Background: an optimization exercise with open tools, aiming at small area, a short achievable clock period and few clock cycles. Do not read the settings as production practice. Where RTL was checked, it was by simulation tests only, not by an equivalence proof against the original. Power figures rest on the tool's default switching activity, not on a simulated workload.

==> trial 82 <==
// conv_top
module conv_top (
  input  wire logic                     clock,
  input  wire logic                     rst_n,
  input  wire logic                     go,
  output logic                          finish,
  output logic [conv_pkg::IMAGE_ADDR_W-1:0]       image_address,
  output logic                          image_enable,
  input  wire logic [conv_pkg::DATA_W-1:0]        image_data,
  output logic [conv_pkg::FILTER_ADDR_W-1:0]      filter_address,
  output logic                          filter_enable,
  input  wire logic [conv_pkg::DATA_W-1:0]        filter_data,
  output logic [conv_pkg::OUTPUT_ADDR_W-1:0]      output_address,
  output logic [conv_pkg::DATA_W-1:0]             output_data,
  output logic                          output_write
);
  logic                        running;
  logic                        tile_end;
  logic [conv_pkg::TILE_W-1:0] tile;
  logic                        mac_first;
  logic                        result_ready;
  logic [conv_pkg::DATA_W-1:0] filter_tap;
  logic [conv_pkg::DATA_W-1:0] result;
  window_sequencer u_sequencer (
    .clock          (clock),
    .rst_n          (rst_n),
    .go             (go),
    .running        (running),
    .tile_end       (tile_end),
    .tile           (tile),
    .image_address  (image_address),
    .image_enable   (image_enable),
    .filter_address (filter_address),
    .mac_first      (mac_first),
    .result_ready   (result_ready)
  );
  filter_cache u_filter_cache (
    .clock         (clock),
    .rst_n         (rst_n),
    .running       (running),
    .tile_end      (tile_end),
    .tile          (tile),
    .filter_data   (filter_data),
    .filter_enable (filter_enable),
    .filter_tap    (filter_tap)
  );
  tile_mac u_tile_mac (
    .clock      (clock),
    .image_data (image_data),
    .filter_tap (filter_tap),
    .first      (mac_first),
    .result     (result)
  );
  output_writer u_output_writer (
    .clock          (clock),
    .rst_n          (rst_n),
    .go             (go),
    .result_ready   (result_ready),
    .tile           (tile),
  ...
export LEC_CHECK = 0
export CAP_MARGIN = 20
export CORE_MARGIN = 2
export CORE_UTILIZATION = 40
export SLEW_MARGIN = 20
export SYNTH_HIERARCHICAL = 1
create_clock -name core_clock -period 11.0 [get_ports {clock}]
standard.sh (not shown) runs the stock make flow with config.mk's settings and CLKGATE_MAP_FILE= SYNTH_SCRIPT=/design/flow/synth_recipe.tcl, a recipe that flattens the netlist after the stock synthesis.
==> flow/flow/run.sh <==
#!/bin/bash
# Own layout flow: the standard ORFS flow (its standard synthesis
# included) with the settings in flow/params.sh: a setup-slack target for
# the timing repair, buf_2 port buffers and the clock tree options.
# ORFS writes each tool's log under orfs/logs; standard.log has the rest.
set -uo pipefail
source flow/params.sh
bash standard.sh > standard.log 2>&1
==> flow/flow/params.sh <==
export SETUP_SLACK_MARGIN=7.7
export BUFFER_PORTS_ARGS="-buffer_cell sky130_fd_sc_hd__buf_2"
export CTS_ARGS="-sink_clustering_enable -repair_clock_nets -dont_use_dummy_load -sink_clustering_size 30 -sink_clustering_max_diameter 150"
==> trial 97 (differences from trial 82) <==
==> flow/flow/params.sh (replaced) <==
export SETUP_SLACK_MARGIN=7.75
export BUFFER_PORTS_ARGS="-buffer_cell sky130_fd_sc_hd__buf_2"
export CTS_ARGS="-sink_clustering_enable -repair_clock_nets -dont_use_dummy_load -sink_clustering_size 30 -sink_clustering_max_diameter 150"
export SETUP_MOVE_SEQUENCE=sizeup,swap
==> summary of the runs <==
In die area, trial 97 and trial 82 do not differ. Sequential cell count is the same in trial 97 and trial 82. Against trial 97, the fmax of trial 82 is lower by about 0.6%. Of trial 82 and trial 97, trial 82 has the higher clock skew (gap 0.0072 ns). Against trial 97, the utilization of trial 82 is lower by 0.058 points.
==> figures <==
metric                                                               trial 82               trial 97
Met1 usage                                                              0.226                  0.229
WL met2                                                              13700 um               13500 um
Worst setup slack after placement                                     7.31 ns                7.31 ns
Outcome                                                        finished clean         finished clean
Net count, final                                                         1422                   1390
Clock network area share                                               0.0213                 0.0213
Slowest cell on the critical path                       sky130_fd_sc_hd__fa_2  sky130_fd_sc_hd__fa_1
Total GRT Usage                                                         0.165                  0.163
Total vias in the final route                                            8111                   8023
Vias in the first global route                                           8488                   8453
Portion of total power attributed to the clock network                  0.123                  0.120
WL per Instance                                                       17.7 um                18.0 um
Testbench counts of trial 82, summed over its fixed seeds: cycles 14,208.
Testbench counts of trial 97, summed over its fixed seeds: cycles 14,208.

---

==> job 1547: inputs <==
Another version of the RTL of conv_top (not shown whole).
export LEC_CHECK = 0
export CAP_MARGIN = 20
export CORE_MARGIN = 2
export CORE_UTILIZATION = 40
export SLEW_MARGIN = 20
export SYNTH_HIERARCHICAL = 1
create_clock -name core_clock -period 11.0 [get_ports {clock}]
==> flow/flow/params.sh <==
export SETUP_SLACK_MARGIN=7.75
export BUFFER_PORTS_ARGS="-buffer_cell sky130_fd_sc_hd__buf_2"
export CTS_ARGS="-sink_clustering_enable -repair_clock_nets -dont_use_dummy_load -sink_clustering_size 30 -sink_clustering_max_diameter 150"
export SETUP_MOVE_SEQUENCE=sizeup,swap
Scripts as last shown in full above: flow/flow/run.sh
==> job 4254 (differences from job 1547) <==
--- a/flow/design.v
+++ b/flow/design.v
@@ -24,10 +24,11 @@
   output logic [conv_pkg::TILE_W-1:0]  tile,
   output logic [conv_pkg::IMAGE_ADDR_W-1:0]  image_address,
   output logic                         image_enable,
   output logic [conv_pkg::FILTER_ADDR_W-1:0] filter_address,
   output logic                         mac_first,
+  output logic                         mac_keep_c,
   output logic                         result_ready
 );
   logic [3:0] phase_nxt;
   logic [1:0] r_nxt;
   logic [1:0] c_nxt;
@@ -82,10 +83,11 @@
   end
   always_ff @(posedge clock) begin
     if (go) count <= 4'd1;
     else    count <= (count == 4'd8) ? 4'd0 : count + 4'd1;
     mac_first <= !go && (count == 4'd1);
+    mac_keep_c <= go || (count != 4'd1);
   end
 endmodule
 `default_nettype wire
 `timescale 1ns/1ps
 `default_nettype none
@@ -121,10 +123,11 @@
 module tile_mac (
   input  wire logic                        clock,
   input  wire logic [conv_pkg::DATA_W-1:0] image_data,
   input  wire logic [conv_pkg::DATA_W-1:0] filter_tap,
   input  wire logic                        first,
+  input  wire logic                        keep_c,
   output logic [conv_pkg::DATA_W-1:0]      result
 );
   logic [7:0] dn, d1, d2;
   logic [7:0] dn_nxt, d1_nxt, d2_nxt;
   logic [conv_pkg::DATA_W:0] x;
@@ -778,71 +781,71 @@
   assign pp134 = (((d1[7] & filter_tap[14]) | (d2[7] & filter_tap[13])) ^ dn[7]);
   assign pp135 = (((d1[7] & filter_tap[15]) | (d2[7] & filter_tap[14])) ^ dn[7]);
   assign pp136 = ~(((d1[7] & filter_tap[15]) | (d2[7] & filter_tap[15])) ^ dn[7]);
   assign sg137 = ~first & acc_s[0];
   assign sg138 = ~first & acc_s[1];
-  assign cg139 = ~first & acc_c[1];
+  assign cg139 = keep_c & acc_c[1];
   assign sg140 = ~first & acc_s[2];
-  assign cg141 = ~first & acc_c[2];
+  assign cg141 = keep_c & acc_c[2];
   assign sg142 = ~first & acc_s[3];
-  assign cg143 = ~first & acc_c[3];
+  assign cg143 = keep_c & acc_c[3];
   assign sg144 = ~first & acc_s[4];
-  assign cg145 = ~first & acc_c[4];
+  assign cg145 = keep_c & acc_c[4];
   assign sg146 = ~first & acc_s[5];
-  assign cg147 = ~first & acc_c[5];
+  assign cg147 = keep_c & acc_c[5];
   assign sg148 = ~first & acc_s[6];
-  assign cg149 = ~first & acc_c[6];
+  assign cg149 = keep_c & acc_c[6];
   assign sg150 = ~first & acc_s[7];
-  assign cg151 = ~first & acc_c[7];
+  assign cg151 = keep_c & acc_c[7];
   assign sg152 = ~first & acc_s[8];
-  assign cg153 = ~first & acc_c[8];
+  assign cg153 = keep_c & acc_c[8];
   assign sg154 = ~first & acc_s[9];
-  assign cg155 = ~first & acc_c[9];
+  assign cg155 = keep_c & acc_c[9];
   assign sg156 = ~first & acc_s[10];
-  assign cg157 = ~first & acc_c[10];
+  assign cg157 = keep_c & acc_c[10];
   assign sg158 = ~first & acc_s[11];
-  assign cg159 = ~first & acc_c[11];
+  assign cg159 = keep_c & acc_c[11];
   assign sg160 = ~first & acc_s[12];
-  assign cg161 = ~first & acc_c[12];
+  assign cg161 = keep_c & acc_c[12];
   assign sg162 = ~first & acc_s[13];
-  assign cg163 = ~first & acc_c[13];
+  assign cg163 = keep_c & acc_c[13];
   assign sg164 = ~first & acc_s[14];
-  assign cg165 = ~first & acc_c[14];
+  assign cg165 = keep_c & acc_c[14];
   assign sg166 = ~first & acc_s[15];
-  assign cg167 = ~first & acc_c[15];
+  assign cg167 = keep_c & acc_c[15];
   assign sg168 = first | acc_s[16];
-  assign cg169 = ~first & acc_c[16];
+  assign cg169 = keep_c & acc_c[16];
   assign sg170 = first | acc_s[17];
-  assign cg171 = ~first & acc_c[17];
+  assign cg171 = keep_c & acc_c[17];
   assign sg172 = ~first & acc_s[18];
-  assign cg173 = ~first & acc_c[18];
+  assign cg173 = keep_c & acc_c[18];
   assign sg174 = ~first & acc_s[19];
-  assign cg175 = ~first & acc_c[19];
+  assign cg175 = keep_c & acc_c[19];
   assign sg176 = ~first & acc_s[20];
-  assign cg177 = ~first & acc_c[20];
+  assign cg177 = keep_c & acc_c[20];
   assign sg178 = ~first & acc_s[21];
-  assign cg179 = ~first & acc_c[21];
+  assign cg179 = keep_c & acc_c[21];
   assign sg180 = ~first & acc_s[22];
-  assign cg181 = ~first & acc_c[22];
+  assign cg181 = keep_c & acc_c[22];
   assign sg182 = ~first & acc_s[23];
-  assign cg183 = ~first & acc_c[23];
+  assign cg183 = keep_c & acc_c[23];
   assign sg184 = ~first & acc_s[24];
-  assign cg185 = ~first & acc_c[24];
+  assign cg185 = keep_c & acc_c[24];
   assign sg186 = ~first & acc_s[25];
-  assign cg187 = ~first & acc_c[25];
+  assign cg187 = keep_c & acc_c[25];
   assign sg188 = ~first & acc_s[26];
-  assign cg189 = ~first & acc_c[26];
+  assign cg189 = keep_c & acc_c[26];
   assign sg190 = ~first & acc_s[27];
-  assign cg191 = ~first & acc_c[27];
+  assign cg191 = keep_c & acc_c[27];
   assign sg192 = ~first & acc_s[28];
-  assign cg193 = ~first & acc_c[28];
+  assign cg193 = keep_c & acc_c[28];
   assign sg194 = ~first & acc_s[29];
-  assign cg195 = ~first & acc_c[29];
+  assign cg195 = keep_c & acc_c[29];
   assign sg196 = ~first & acc_s[30];
-  assign cg197 = ~first & acc_c[30];
+  assign cg197 = keep_c & acc_c[30];
   assign sg198 = ~first & acc_s[31];
-  assign cg199 = ~first & acc_c[31];
+  assign cg199 = keep_c & acc_c[31];
   mac_ha u_hs200 (.a(dn[0]), .b(pp1), .s(hs200), .co(hc201));
   mac_fa u_fs202 (.a(pp2), .b(cg139), .c(sg138), .s(fs202), .co(fc203));
   mac_fa u_fs204 (.a(dn[1]), .b(pp18), .c(pp3), .s(fs204), .co(fc205));
   mac_fa u_fs206 (.a(cg141), .b(sg140), .c(fc203), .s(fs206), .co(fc207));
   mac_fa u_fs208 (.a(pp19), .b(pp4), .c(cg143), .s(fs208), .co(fc209));
@@ -1343,10 +1346,11 @@
 );
   logic                        running;
   logic                        tile_end;
   logic [conv_pkg::TILE_W-1:0] tile;
   logic                        mac_first;
+  logic                        mac_keep_c;
   logic                        result_ready;
   logic [conv_pkg::DATA_W-1:0] filter_tap;
   logic [conv_pkg::DATA_W-1:0] result;
   window_sequencer u_sequencer (
     .clock          (clock),
@@ -1357,10 +1361,11 @@
     .tile           (tile),
     .image_address  (image_address),
     .image_enable   (image_enable),
     .filter_address (filter_address),
     .mac_first      (mac_first),
+    .mac_keep_c     (mac_keep_c),
     .result_ready   (result_ready)
   );
   filter_cache u_filter_cache (
     .clock         (clock),
     .rst_n         (rst_n),
@@ -1374,10 +1379,11 @@
   tile_mac u_tile_mac (
     .clock      (clock),
     .image_data (image_data),
     .filter_tap (filter_tap),
     .first      (mac_first),
+    .keep_c     (mac_keep_c),
     .result     (result)
   );
   output_writer u_output_writer (
     .clock          (clock),
     .rst_n          (rst_n),
==> comparison <==
- Of job 4254 and job 1547, job 4254 has the higher global-route usage (gap 0.41 points).
- Of job 4254 and job 1547, job 4254 has the higher non-clock buffer count (gap 2).
- In cell count, job 4254 and job 1547 hardly differ.
- Against job 1547, the register-to-register slack of job 4254 is higher by 0.02 ns.
- Against job 1547, the fmax of job 4254 is higher by 0.72%.
- Against job 4254, the worst setup slack of job 1547 is lower by 0.023 ns.
- Synthesized area is about the same in job 1547 and job 4254.
Function was not checked in any run of this note: the RTL went through the layout flow alone.

port drivers added, routing unchanged:
In the flow no input, the clock included, has a driving cell. The finished layouts below were timed again as built, in two steps. Step 1 assumes that a clkbuf_16 drives the clock port and a buf_2 every other input. Step 2 times the ports against the registers' clock, not the clock port: input delays grow and output delays shrink by t, the midpoint of the rising clock arrivals with the driver on. a / b / c = no drivers / after step 1 / after step 2; a / b = the first two.
| run | shift t [ns] | setup slack, ns | worst register clock-pin slew, ns |
|---|---|---|---|
| trial 82 | 0.518 | 7.723 / 7.722 / 7.723 | 0.12 / 0.12 |
| trial 97 | 0.533 | 7.742 / 7.742 / 7.742 | 0.11 / 0.11 |
| job 1547 | 0.524 | 7.760 / 7.746 / 7.760 | 0.12 / 0.12 |
| job 4254 | 0.531 | 7.784 / 7.746 / 7.784 | 0.11 / 0.11 |
After both steps setup and hold are still met in every run listed.
